This is an optimization exercise on Yosys and OpenROAD, whose aim is small area and a short achievable clock period, not a production implementation.
Only simulation tests tie the RTL to the original design; equivalence was not proved.
The clock port is modelled as an ideal driver; clocking choices that lean on that would not hold on a real chip.

==> 11-17 <==
==> flow/design.v <==
package pcpu;
    localparam int REG_XLEN = 32;
    localparam int REG_NUM  = 32;
    typedef logic [4:0] reg_addr_t;
    typedef struct packed {
        logic [31:0] x0,  x1,  x2,  x3,  x4,  x5,  x6,  x7;
        logic [31:0] x8,  x9,  x10, x11, x12, x13, x14, x15;
        logic [31:0] x16, x17, x18, x19, x20, x21, x22, x23;
        logic [31:0] x24, x25, x26, x27, x28, x29, x30, x31;
    } RV32_Regs_t;
endpackage
module regfile_scoreboard #(
    parameter int NREGS = pcpu::REG_NUM
) (
    input  logic             clk,
    input  logic [NREGS-1:1] set,
    input  logic [NREGS-1:1] keep,
    output logic [NREGS-1:0] sb_busy
);
    logic [NREGS-1:1] r_busy;
    always_ff @(posedge clk)
        r_busy <= set | (r_busy & keep);
    assign sb_busy = {r_busy, 1'b0};
endmodule
module regfile_mp #(
    parameter int XLEN  = pcpu::REG_XLEN,
    parameter int NREGS = pcpu::REG_NUM,
    parameter int NRD   = 2,
    parameter int NWR   = 2,
    parameter int AW    = $clog2(NREGS)
) (
    input  logic                   clk,
    input  logic                   rst_n,
    input  logic [NRD-1:0][AW-1:0] rd_addr,
    output logic [NRD-1:0][XLEN-1:0] rd_data,
    output logic [NRD-1:0]         rd_busy,
    input  logic [NWR-1:0]         wr_en,
    input  logic [NWR-1:0][AW-1:0] wr_addr,
    input  logic [NWR-1:0][XLEN-1:0] wr_data,
    input  logic                   sb_set,
    input  logic [AW-1:0]          sb_addr,
    output logic [NREGS-1:0]       sb_busy
);
    localparam int NR = NREGS - 1;    
    logic [NREGS-1:0]         w_sb_busy;
    logic [NRD-1:0][XLEN-1:0] r_rd_data;
    logic [NRD-1:0]           r_rd_busy;
    logic [XLEN-1:0] w_wd0n;
    assign w_wd0n = ~(wr_data[0] & {XLEN{rst_n}});
    logic [NR*XLEN-1:0] w_q;      
    logic [NREGS-1:1]   w_sb_set, w_sb_keep;
    for (genvar k = 0; k < NR; k++) begin : g_reg
        logic w1, w0, s1, s0;
        assign w1 = wr_en[1] && wr_addr[1] == AW'(k+1);
        assign w0 = wr_en[0] && wr_addr[0] == AW'(k+1);
        assign s1 = rst_n && w1;
        assign s0 = !s1 && (!rst_n || w0);
        assign w_sb_set[k+1]  = rst_n && sb_set && sb_addr == AW'(k+1);
        assign w_sb_keep[k+1] = rst_n && !w1 && !w0;
        regfile_word #(.XLEN(XLEN)) u_word (
            .clk   (clk),
            .we    (s1 || s0),
            .s1_n  (!s1),
            .s0    (s0),
            .wd1   (wr_data[1]),
            .wd0_n (w_wd0n),
            .q     (w_q[k*XLEN +: XLEN])
        );
    end
    regfile_scoreboard #(.NREGS(NREGS)) u_sb (
        .clk     (clk),
        .set     (w_sb_set),
        .keep    (w_sb_keep),
        .sb_busy (w_sb_busy)
    );
    for (genvar j = 0; j < NRD; j++) begin : g_rd
        logic          h1, h0, nz, b1, b0, g;
        logic [NR-1:0] sel;
        assign h1 = wr_en[1] && wr_addr[1] == rd_addr[j];
        assign h0 = wr_en[0] && wr_addr[0] == rd_addr[j];
        assign nz = rst_n && rd_addr[j] != '0;
        assign b1 = nz && h1;
        assign b0 = nz && !h1 && h0;
        assign g  = rst_n && !h1 && !h0;
        for (genvar k = 0; k < NR; k++) begin : g_sel
            assign sel[k] = rd_addr[j] == AW'(k+1);
        end
        logic [XLEN-1:0] d;
        for (genvar b = 0; b < XLEN; b++) begin : g_bit
            logic [NR-1:0] col;
            for (genvar k = 0; k < NR; k++) begin : g_col
                assign col[k] = w_q[k*XLEN + b];
            end
            logic nb;
            logic [2:0] q;
            regfile_or31_q u_or  (.sel(sel), .d(col), .g(g), .q(q));
            regfile_aoi22  u_byp (.a1(b1), .a2(wr_data[1][b]), .b1(b0), .b2(wr_data[0][b]), .y(nb));
            regfile_nand4  u_out (.a(q[0]), .b(q[1]), .c(q[2]), .d(nb), .y(d[b]));
        end
        logic busy;
        logic [2:0] busy_q;
        regfile_or31_q u_busy (.sel(sel), .d(w_sb_busy[NREGS-1:1]), .g(g), .q(busy_q));
        regfile_nand3  u_busy_out (.a(busy_q[0]), .b(busy_q[1]), .c(busy_q[2]), .y(busy));
        always_ff @(negedge clk) begin
            r_rd_data[j] <= d;
            r_rd_busy[j] <= busy;
        end
    end
    assign rd_data = r_rd_data;
    assign rd_busy = r_rd_busy;
    assign sb_busy = w_sb_busy;
endmodule
module regfile_or31_q (
    input  logic [30:0] sel,
    input  logic [30:0] d,
    input  logic        g,
    output logic [2:0]  q
);
    logic [10:0] n;
    logic [2:0]  p;
    for (genvar i = 0; i < 10; i++) begin : g_aoi
        regfile_aoi222 u_aoi (
            .a1(sel[3*i]),   .a2(d[3*i]),
            .b1(sel[3*i+1]), .b2(d[3*i+1]),
            .c1(sel[3*i+2]), .c2(d[3*i+2]),
            .y (n[i])
        );
    end
    regfile_nand2 u_n30 (.a(sel[30]), .b(d[30]), .y(n[10]));
    regfile_nand4 u_p0 (.a(n[0]), .b(n[1]), .c(n[2]), .d(n[3]), .y(p[0]));
    regfile_nand4 u_p1 (.a(n[4]), .b(n[5]), .c(n[6]), .d(n[7]), .y(p[1]));
    regfile_nand3 u_p2 (.a(n[8]), .b(n[9]), .c(n[10]), .y(p[2]));
    for (genvar i = 0; i < 3; i++) begin : g_q
        regfile_nand2 u_q (.a(p[i]), .b(g), .y(q[i]));
    end
endmodule
module regfile_aoi222 (
    input  logic a1, a2, b1, b2, c1, c2,
    output logic y
);
    assign y = !((a1 && a2) || (b1 && b2) || (c1 && c2));
endmodule
module regfile_aoi22 (
    input  logic a1, a2, b1, b2,
    output logic y
);
    assign y = !((a1 && a2) || (b1 && b2));
endmodule
module regfile_nand2 (
    input  logic a, b,
    output logic y
);
    assign y = !(a && b);
endmodule
module regfile_nand3 (
    input  logic a, b, c,
    output logic y
);
    assign y = !(a && b && c);
endmodule
module regfile_nand4 (
    input  logic a, b, c, d,
    output logic y
);
    assign y = !(a && b && c && d);
endmodule
module regfile_word #(
    parameter int XLEN = 32
) (
    input  logic            clk,
    input  logic            we,
    input  logic            s1_n,
    input  logic            s0,
    input  logic [XLEN-1:0] wd1,
    input  logic [XLEN-1:0] wd0_n,
    output logic [XLEN-1:0] q
);
    logic [XLEN-1:0] y, d;
    for (genvar b = 0; b < XLEN; b++) begin : g_bit
        regfile_oai22 u_y (.a1(q[b]), .a2(we), .b1(wd1[b]), .b2(s1_n), .y(y[b]));
        regfile_aoi21 u_d (.a1(wd0_n[b]), .a2(s0), .b1(y[b]), .y(d[b]));
    end
    always_ff @(posedge clk)
        q <= d;
endmodule
module regfile_oai22 (
    input  logic a1, a2, b1, b2,
    output logic y
);
    assign y = !((a1 || a2) && (b1 || b2));
endmodule
module regfile_aoi21 (
    input  logic a1, a2, b1,
    output logic y
);
    assign y = !((a1 && a2) || b1);
endmodule
==> flow/flow/run.sh <==
#!/bin/bash
# Standard ORFS layout (the standard.sh, standard synthesis unchanged) with:
#  - port buffers from the plain buf family (sizable by repair) instead of the
#    default delay-buffer cell;
#  - before CTS (flow/pre_cts.tcl), stronger drive on the falling-edge read
#    registers and the output buffers they feed, and a timing repair of the
#    read paths' shared logic (decode, select and bypass fanout);
#  - after floorplan (flow/post_floorplan.tcl), the _1 size for the gates that
#    only drive a storage flip-flop;
#  - clock tree from clkbuf_8 cells in small sink clusters, without dummy loads.
# ORFS writes each step's full log under orfs/logs/; make's own output goes to flow.log.
set -euo pipefail
here=$(pwd)
bash standard.sh \
  "BUFFER_PORTS_ARGS=-buffer_cell sky130_fd_sc_hd__buf_2" \
  "POST_FLOORPLAN_TCL=$here/flow/post_floorplan.tcl" \
  "PRE_CTS_TCL=$here/flow/pre_cts.tcl" \
  "CTS_ARGS=-sink_clustering_enable -repair_clock_nets -dont_use_dummy_load -buf_list sky130_fd_sc_hd__clkbuf_8 -sink_clustering_size 14 -sink_clustering_max_diameter 60" \
  finish > flow.log 2>&1
==> flow/flow/post_floorplan.tcl <==
# Synthesis maps the storage bits' AOI21 gates to the _2 drive strength; each only
# drives its own flip-flop's D pin, so use the _1 size there.
set n 0
foreach inst [get_cells -filter "ref_name==sky130_fd_sc_hd__a21oi_2"] {
  set out [get_pins -of_objects $inst -filter "direction==output"]
  set loads [get_pins -of_objects [get_nets -of_objects $out] -filter "direction==input"]
  if {[llength $loads] == 1 && [string match "*__dfxtp_*" [get_property [get_cells -of_objects $loads] ref_name]]} {
    replace_cell $inst sky130_fd_sc_hd__a21oi_1
    incr n
  }
}
puts "post_floorplan: resized $n flip-flop input gates to a21oi_1"
==> flow/flow/pre_cts.tcl <==
# Output paths run from the falling-edge read registers through the output port
# buffers to rd_data / rd_busy: give those registers and buffers a stronger drive.
set n_ff 0
set n_buf 0
foreach port [get_ports {rd_data[*] rd_busy[*]}] {
  foreach pin [get_pins -of_objects [get_nets [get_full_name $port]] -filter "direction==output"] {
    set buf [get_cells -of_objects $pin]
    if {[string match "*__buf_*" [get_property $buf ref_name]]} {
      replace_cell $buf sky130_fd_sc_hd__buf_4
      incr n_buf
    }
    foreach in [get_pins -of_objects $buf -filter "direction==input"] {
      foreach dpin [get_pins -of_objects [get_nets -of_objects $in] -filter "direction==output"] {
        set ff [get_cells -of_objects $dpin]
        if {[string match "*__dfxtp_*" [get_property $ff ref_name]]} {
          replace_cell $ff sky130_fd_sc_hd__dfxtp_4
          incr n_ff
        }
      }
    }
  }
}
puts "pre_cts: resized $n_buf output buffers and $n_ff output registers"
# Read paths: the shared logic (input buffers, address decode, select and bypass
# fanout) sets their delay; let repair work on it alone, holding every gate that
# drives a single load (the per-bit read trees and the registers) as it is.
estimate_parasitics -placement
set held {}
foreach inst [get_cells *] {
  set outs [get_pins -of_objects $inst -filter "direction==output"]
  if {[llength $outs] != 1} continue
  set loads [get_pins -quiet -of_objects [get_nets -of_objects $outs] -filter "direction==input"]
  if {[llength $loads] <= 1} { lappend held $inst }
}
puts "pre_cts: holding [llength $held] single-load cells"
set_dont_touch $held
report_worst_slack -max
repair_timing -setup -setup_margin 2.2 -repair_tns 100 -skip_last_gasp -skip_buffering
report_worst_slack -max
unset_dont_touch $held
==> flow/standard.sh <==
#!/bin/bash
# synth_recipe.tcl (not shown) runs the flow's synth.tcl, then flattens the netlist and writes it again
# the make line also repeats each setting of config.mk as NAME=value (left out here)
make -C /OpenROAD-flow-scripts/flow DESIGN_CONFIG=/design/flow/config.mk WORK_HOME=/design/flow/orfs CLKGATE_MAP_FILE= SYNTH_SCRIPT=/design/flow/synth_recipe.tcl "${@:-finish}"
==> flow/config.mk <==
export PLATFORM = sky130hd
export DESIGN_NAME = regfile_mp
export DESIGN_NICKNAME = regfile_mp
export VERILOG_FILES = /design/flow/design.v
export SDC_FILE = /design/flow/constraint.sdc
export NUM_CORES = 4
export LEC_CHECK = 0
export CAP_MARGIN = 20
export CORE_MARGIN = 2
export CORE_UTILIZATION = 50
export SETUP_SLACK_MARGIN = 1.6
export SLEW_MARGIN = 20
export SYNTH_HIERARCHICAL = 1
export TNS_END_PERCENT = 5
==> flow/constraint.sdc <==
create_clock -name core_clock -period 10.0 [get_ports {clk}]
set_input_delay 2.0000 -clock core_clock [delete_from_list [all_inputs] [get_ports {clk}]]
set_output_delay 2.0000 -clock core_clock [all_outputs]
set_load 0.01 [all_outputs]
==> inputs of 02-21, as changes to 11-17 <==
--- a/flow/flow/post_floorplan.tcl
+++ b/flow/flow/post_floorplan.tcl
@@ -12 +12,8 @@
 puts "post_floorplan: resized $n flip-flop input gates to a21oi_1"
+# Likewise the bypass AOI22 gates of the read bits (each drives one gate).
+set n 0
+foreach inst [get_cells -filter "ref_name==sky130_fd_sc_hd__a22oi_2"] {
+  replace_cell $inst sky130_fd_sc_hd__a22oi_1
+  incr n
+}
+puts "post_floorplan: resized $n gates to a22oi_1"
--- a/flow/flow/pre_cts.tcl
+++ b/flow/flow/pre_cts.tcl
@@ -15,3 +15,3 @@
         if {[string match "*__dfxtp_*" [get_property $ff ref_name]]} {
-          replace_cell $ff sky130_fd_sc_hd__dfxtp_4
+          replace_cell $ff sky130_fd_sc_hd__dfxtp_2
           incr n_ff
@@ -24,4 +24,5 @@
 # Read paths: the shared logic (input buffers, address decode, select and bypass
-# fanout) sets their delay; let repair work on it alone, holding every gate that
-# drives a single load (the per-bit read trees and the registers) as it is.
+# fanout) sets their delay; let repair work on it, holding as they are the gates
+# that drive a single load and are fed only by low-fanout nets (the inner part
+# of the per-bit read trees, and the registers).
 estimate_parasitics -placement
@@ -32,8 +33,15 @@
   set loads [get_pins -quiet -of_objects [get_nets -of_objects $outs] -filter "direction==input"]
-  if {[llength $loads] <= 1} { lappend held $inst }
+  if {[llength $loads] > 1} continue
+  set fed_wide 0
+  foreach in [get_pins -of_objects $inst -filter "direction==input"] {
+    set net [get_nets -quiet -of_objects $in]
+    if {$net eq ""} continue
+    if {[llength [get_pins -quiet -of_objects $net -filter "direction==input"]] > 2} { set fed_wide 1; break }
+  }
+  if {!$fed_wide} { lappend held $inst }
 }
-puts "pre_cts: holding [llength $held] single-load cells"
+puts "pre_cts: holding [llength $held] cells"
 set_dont_touch $held
 report_worst_slack -max
-repair_timing -setup -setup_margin 2.2 -repair_tns 100 -skip_last_gasp -skip_buffering
+repair_timing -setup -setup_margin 1.0 -repair_tns 100 -skip_last_gasp
 report_worst_slack -max
--- a/flow/config.mk
+++ b/flow/config.mk
@@ -9,3 +9,3 @@
 export CORE_MARGIN = 2
-export CORE_UTILIZATION = 50
+export CORE_UTILIZATION = 40
 export SETUP_SLACK_MARGIN = 1.6
==> inputs of 07-19, as changes to 11-17 <==
--- a/flow/flow/post_floorplan.tcl
+++ b/flow/flow/post_floorplan.tcl
@@ -12 +12,8 @@
 puts "post_floorplan: resized $n flip-flop input gates to a21oi_1"
+# Likewise the bypass AOI22 gates of the read bits (each drives one gate).
+set n 0
+foreach inst [get_cells -filter "ref_name==sky130_fd_sc_hd__a22oi_2"] {
+  replace_cell $inst sky130_fd_sc_hd__a22oi_1
+  incr n
+}
+puts "post_floorplan: resized $n gates to a22oi_1"
--- a/flow/flow/pre_cts.tcl
+++ b/flow/flow/pre_cts.tcl
@@ -24,4 +24,5 @@
 # Read paths: the shared logic (input buffers, address decode, select and bypass
-# fanout) sets their delay; let repair work on it alone, holding every gate that
-# drives a single load (the per-bit read trees and the registers) as it is.
+# fanout) sets their delay; let repair work on it, holding as they are the gates
+# that drive a single load and are fed only by low-fanout nets (the inner part
+# of the per-bit read trees, and the registers).
 estimate_parasitics -placement
@@ -32,8 +33,15 @@
   set loads [get_pins -quiet -of_objects [get_nets -of_objects $outs] -filter "direction==input"]
-  if {[llength $loads] <= 1} { lappend held $inst }
+  if {[llength $loads] > 1} continue
+  set fed_wide 0
+  foreach in [get_pins -of_objects $inst -filter "direction==input"] {
+    set net [get_nets -quiet -of_objects $in]
+    if {$net eq ""} continue
+    if {[llength [get_pins -quiet -of_objects $net -filter "direction==input"]] > 2} { set fed_wide 1; break }
+  }
+  if {!$fed_wide} { lappend held $inst }
 }
-puts "pre_cts: holding [llength $held] single-load cells"
+puts "pre_cts: holding [llength $held] cells"
 set_dont_touch $held
 report_worst_slack -max
-repair_timing -setup -setup_margin 2.2 -repair_tns 100 -skip_last_gasp -skip_buffering
+repair_timing -setup -setup_margin 1.08 -repair_tns 100 -skip_last_gasp
 report_worst_slack -max
--- a/flow/config.mk
+++ b/flow/config.mk
@@ -9,3 +9,3 @@
 export CORE_MARGIN = 2
-export CORE_UTILIZATION = 50
+export CORE_UTILIZATION = 40
 export SETUP_SLACK_MARGIN = 1.6
==> run summary <==
metric                                                                              11-17                    07-19    02-21
Antenna violations before repair                                                        5                       11       11
Overall fraction of global-route tracks in use                                      48.4%                    39.5%    39.4%
Half-perimeter wire length after placement                                         146 mm                   150 mm   150 mm
Via count of the routed design                                                      56200                    56333    56315
Detailed-routing iteration count for the pre-antenna-repair pass                       12                       17       13
Rows                                                                                  115                      128      128
Starting utilization of the core area                                               50.3%                    40.4%    40.4%
Total length of routed met3 wires                                                 45.2 mm                  45.1 mm  43.8 mm
Met2 Routed Length                                                                 103 mm                   107 mm   107 mm
Worst EP post-GRT repair                                          r_rd_data[58]$_DFF_N_/D  r_rd_data[31]$_DFF_N_/D        -
Count of cells resized by post-cts repair                                             121                       74       39
Run status                                                         stopped before the end   stopped before the end  timing/DRC/antenna clean
Last stage reached                                                           final report             final report        -
Detailed-routing wirelength on met1                                               89.8 mm                  89.0 mm  89.7 mm
Via count of the first global-routing pass                                          52272                    52743    52521
